What follows belongs to an exercise in optimizing a design on an open flow for small area; a production flow would make more cautious choices.
In this exercise RTL edits were held to simulation tests only and were not proved equivalent to the original.
Power figures rest on the tool's default switching activity, not on a simulated workload.

Setup of v6:
==> flow/design.v <==
module mem_req_buffer #(
    parameter int width_words_p = 4,
    parameter int depth_p       = 4
) (
    input  logic                        clk,
    input  logic                        nreset,
    input  logic                        up_valid_i,
    output logic                        up_ready_o,
    input  logic                        up_we_i,
    input  logic [31:0]                 up_addr_i,
    input  logic [32*width_words_p-1:0] up_wdata_i,
    output logic                        up_valid_o,
    output logic [32*width_words_p-1:0] up_data_o,
    output logic                        dn_valid_o,
    input  logic                        dn_ready_i,
    output logic                        dn_we_o,
    output logic [31:0]                 dn_addr_o,
    output logic [32*width_words_p-1:0] dn_wdata_o,
    input  logic                        dn_valid_i,
    input  logic [32*width_words_p-1:0] dn_data_i
);
    localparam int data_w_lp = 32 * width_words_p;
    localparam int off_w_lp  = $clog2(width_words_p * 4);
    localparam int n_lp      = 4;
    logic [n_lp-1:0]                 ent_we_q;
    logic [n_lp-1:0][31:0]           ent_addr_q;
    logic [n_lp-1:0][data_w_lp-1:0]  ent_data_q;
    logic [n_lp-1:0]                 vld_q;
    logic [n_lp-1:0]                 wr_oh_q;
    logic [n_lp-1:0]                 rd_oh_q;
    logic [n_lp-1:0]                 up_sel_q;
    logic                            rd_pending_q;
    logic                            busy_q;
    logic                            is_rd_q;
    logic                            up_valid_q;
    logic                 full_s, empty_s;
    logic                 accept_s, issue_s, rsp_s, push_s, hit_s;
    logic [n_lp-1:0]      match_s, sel_s;
    logic [data_w_lp-1:0] wdata_in_s;
    assign full_s  = &vld_q;
    assign empty_s = ~|vld_q;
    assign up_ready_o = ~full_s & ~rd_pending_q & ~nreset;
    assign accept_s   = up_valid_i & up_ready_o;
    assign dn_valid_o = ~empty_s & ~busy_q;
    assign issue_s    = dn_valid_o & dn_ready_i;
    assign rsp_s      = dn_valid_i & busy_q & is_rd_q;
    assign up_valid_o = up_valid_q;
    always_comb begin
        dn_we_o    = 1'b0;
        dn_addr_o  = '0;
        dn_wdata_o = '0;
        up_data_o  = '0;
        for (int k = 0; k < n_lp; k++) begin
            dn_we_o    = dn_we_o    | (rd_oh_q[k] & ent_we_q[k]);
            dn_addr_o  = dn_addr_o  | ({32{rd_oh_q[k]}} & ent_addr_q[k]);
        end
        for (int k = 0; k < n_lp - 1; k++) begin
            dn_wdata_o = dn_wdata_o | ({data_w_lp{rd_oh_q[k]}} & ent_data_q[k]);
            up_data_o  = up_data_o  | ({data_w_lp{up_sel_q[k]}} & ent_data_q[k]);
        end
        dn_wdata_o = ~(~dn_wdata_o & ({data_w_lp{~rd_oh_q[n_lp-1]}} | ent_data_q[n_lp-1]));
        up_data_o  = ~(~up_data_o  & ({data_w_lp{~up_sel_q[n_lp-1]}} | ent_data_q[n_lp-1]));
    end
    always_comb begin
        for (int k = 0; k < n_lp; k++) begin
            logic [31:0] a;
            a          = ent_addr_q[k];
            match_s[k] = vld_q[k] & ent_we_q[k] & (a[31:off_w_lp] == up_addr_i[31:off_w_lp]);
        end
        for (int k = 0; k < n_lp; k++) begin
            logic open;
            open     = 1'b1;
            sel_s[k] = match_s[k];
            for (int d = 1; d < n_lp; d++) begin
                open     = open & ~wr_oh_q[(k + d) % n_lp];
                sel_s[k] = sel_s[k] & ~(open & match_s[(k + d) % n_lp]);
            end
        end
        hit_s = |match_s;
    end
    assign push_s     = accept_s & (up_we_i | ~hit_s);
    assign wdata_in_s = rd_pending_q ? dn_data_i : up_wdata_i;
    always_ff @(posedge clk) begin
        for (int k = 0; k < n_lp; k++) begin
            if (wr_oh_q[k] & accept_s) begin
                ent_we_q[k]   <= up_we_i;
                ent_addr_q[k] <= up_addr_i;
            end
            if (wr_oh_q[k] & (accept_s | rsp_s))
                ent_data_q[k] <= (k == n_lp - 1) ? ~wdata_in_s : wdata_in_s;
        end
        up_sel_q <= rsp_s ? wr_oh_q : ({n_lp{~up_we_i}} & sel_s);
        if (issue_s)
            is_rd_q <= ~dn_we_o;
    end
    always_ff @(posedge clk) begin
        if (nreset) begin
            vld_q        <= '0;
            wr_oh_q      <= n_lp'(1);
            rd_oh_q      <= n_lp'(1);
            rd_pending_q <= 1'b0;
            busy_q       <= 1'b0;
            up_valid_q   <= 1'b0;
        end else begin
            if (push_s) begin
                vld_q   <= vld_q | wr_oh_q;
                wr_oh_q <= {wr_oh_q[n_lp-2:0], wr_oh_q[n_lp-1]};
            end
            if (issue_s) begin
                vld_q   <= (push_s ? (vld_q | wr_oh_q) : vld_q) & ~rd_oh_q;
                rd_oh_q <= {rd_oh_q[n_lp-2:0], rd_oh_q[n_lp-1]};
                busy_q  <= 1'b1;
            end else if (dn_valid_i) begin
                busy_q  <= 1'b0;
            end
            if (rsp_s)
                rd_pending_q <= 1'b0;
            else if (accept_s & ~up_we_i & ~hit_s)
                rd_pending_q <= 1'b1;
            up_valid_q <= rsp_s | (accept_s & (up_we_i | hit_s));
        end
    end
endmodule
==> flow/config.mk <==
export PLATFORM = sky130hd
export DESIGN_NAME = mem_req_buffer
export DESIGN_NICKNAME = mem_req_buffer
export VERILOG_FILES = /design/flow/design.v
export SDC_FILE = /design/flow/constraint.sdc
export NUM_CORES = 4
export LEC_CHECK = 0
export CAP_MARGIN = 20
export CORE_MARGIN = 2
export CORE_UTILIZATION = 65
export SLEW_MARGIN = 20
==> flow/constraint.sdc <==
create_clock -name core_clock -period 8.0 [get_ports {clk}]
set_input_delay 1.6000 -clock core_clock [delete_from_list [all_inputs] [get_ports {clk}]]
set_output_delay 1.6000 -clock core_clock [all_outputs]
set_load 0.01 [all_outputs]
standard.sh (not shown) runs the stock make flow with config.mk's settings and CLKGATE_MAP_FILE= SYNTH_SCRIPT=/design/flow/synth_recipe.tcl, a recipe that flattens the netlist after the stock synthesis.
==> flow/flow/run.sh <==
#!/bin/bash
# The standard synthesis with ABC on an area script, then the standard ORFS
# layout with buf_1 port buffers and a clkbuf_8 clock tree without dummy loads.
set -euo pipefail
W=$PWD
export MY_ABC_SCRIPT=$W/flow/area.abc
cat $W/flow/abc_override.tcl $W/synth_recipe.tcl > $W/my_synth.tcl
sed "s#SYNTH_SCRIPT=[^ ]*#SYNTH_SCRIPT=$W/my_synth.tcl#" $W/standard.sh > $W/my_standard.sh
grep -q "SYNTH_SCRIPT=$W/my_synth.tcl" $W/my_standard.sh
bash $W/my_standard.sh synth > $W/synth_flow.log 2>&1
export BUFFER_PORTS_ARGS="-buffer_cell sky130_fd_sc_hd__buf_1"
export CTS_ARGS="-sink_clustering_enable -repair_clock_nets -dont_use_dummy_load -buf_list sky130_fd_sc_hd__clkbuf_8 -sink_clustering_size 16 -sink_clustering_max_diameter 60"
bash $W/standard.sh > $W/standard_flow.log 2>&1
==> flow/flow/abc_override.tcl <==
# Run ABC on an area-oriented script (flow/area.abc) instead of the flow's
# speed script; everything else in the synthesis is the standard flow's own.
proc abc {args} {
  set i [lsearch -exact $args -script]
  if {$i >= 0} { lset args [expr {$i + 1}] $::env(MY_ABC_SCRIPT) }
  set i [lsearch -exact $args -D]
  if {$i >= 0} { set args [lreplace $args $i [expr {$i + 1}]] }
  puts "abc (area script): $args"
  yosys abc {*}$args
}
==> flow/flow/area.abc <==
&get -n
&st
&dch -f
&nf -a -R 1000
&put
Relative to v6, the following input files were edited for v7:
--- a/flow/design.v
+++ b/flow/design.v
@@ -32,5 +32,4 @@
     logic                            rd_pending_q;
     logic                            busy_q;
-    logic                            is_rd_q;
     logic                            up_valid_q;
     logic                 full_s, empty_s;
@@ -44,5 +43,5 @@
     assign dn_valid_o = ~empty_s & ~busy_q;
     assign issue_s    = dn_valid_o & dn_ready_i;
-    assign rsp_s      = dn_valid_i & busy_q & is_rd_q;
+    assign rsp_s      = dn_valid_i & busy_q & rd_pending_q & empty_s;
     assign up_valid_o = up_valid_q;
     always_comb begin
@@ -91,6 +90,4 @@
         end
         up_sel_q <= rsp_s ? wr_oh_q : ({n_lp{~up_we_i}} & sel_s);
-        if (issue_s)
-            is_rd_q <= ~dn_we_o;
     end
     always_ff @(posedge clk) begin
--- outcome ---
On area added between synthesis and finish, v7 and v6 are basically level.
Relative to v6, total power has gone down in v7.
Compared with v6, clock-buffer cell count in v7 decreased by a few percent.
Higher arrival time reported for the critical path endpoint among v7 and v6: v7
The core utilization of v6 and that of v7 are within noise of each other.
Between v6 and v7, the cell area after synthesis figures differ only marginally.
In terms of sequential cell count, v6 and v7 differ only marginally.
Share of the cycle needed by the critical path after routing up 3.0 points in v7 wrt v6
Post-placement cell area of v6 is on par with v7.
Of v7 and v6, the lower worst setup slack belongs to v7.
Any difference in final instance area between v6 and v7 is small enough to ignore.
Worst setup path startpoint = rd_oh_q[3]: v7; worst setup path startpoint = up_sel_q[0]: v6
Of v7 and v6, the higher combinational share of power belongs to v6.
Going from v6 to v7, worst-margin pin slew picked up an extra 0.0085 ns, met3 track utilization from global routing climbed 1.1 points.

## afterwards: timing with drivers on the ports
The results above use ideal ports. As a check the final layouts listed here were re-extracted and re-timed, cells and wires unchanged.
Step 1 assumes that a clkbuf_16 drives the clock port and a buf_2 every other input.
Step 2 also shifts input and output timing later by t, the mid clock arrival at the registers, as if the neighbouring blocks saw the same clock.
Slacks: ideal / step 1 / step 2; pairs: ideal / step 1.
| run | shift t [ns] | setup slack, ns | clock arrival spread, ns | worst register clock-pin slew, ns | pins driven straight from the clock port |
|---|---|---|---|---|---|
| v6 | 0.700 | 3.220 / 3.165 / 3.431 | 0.058 / 0.058 | 0.10 / 0.10 | 1 |
| v7 | 0.693 | 2.979 / 2.925 / 3.203 | 0.064 / 0.064 | 0.11 / 0.11 | 1 |
After both steps setup and hold are still met in every run listed.
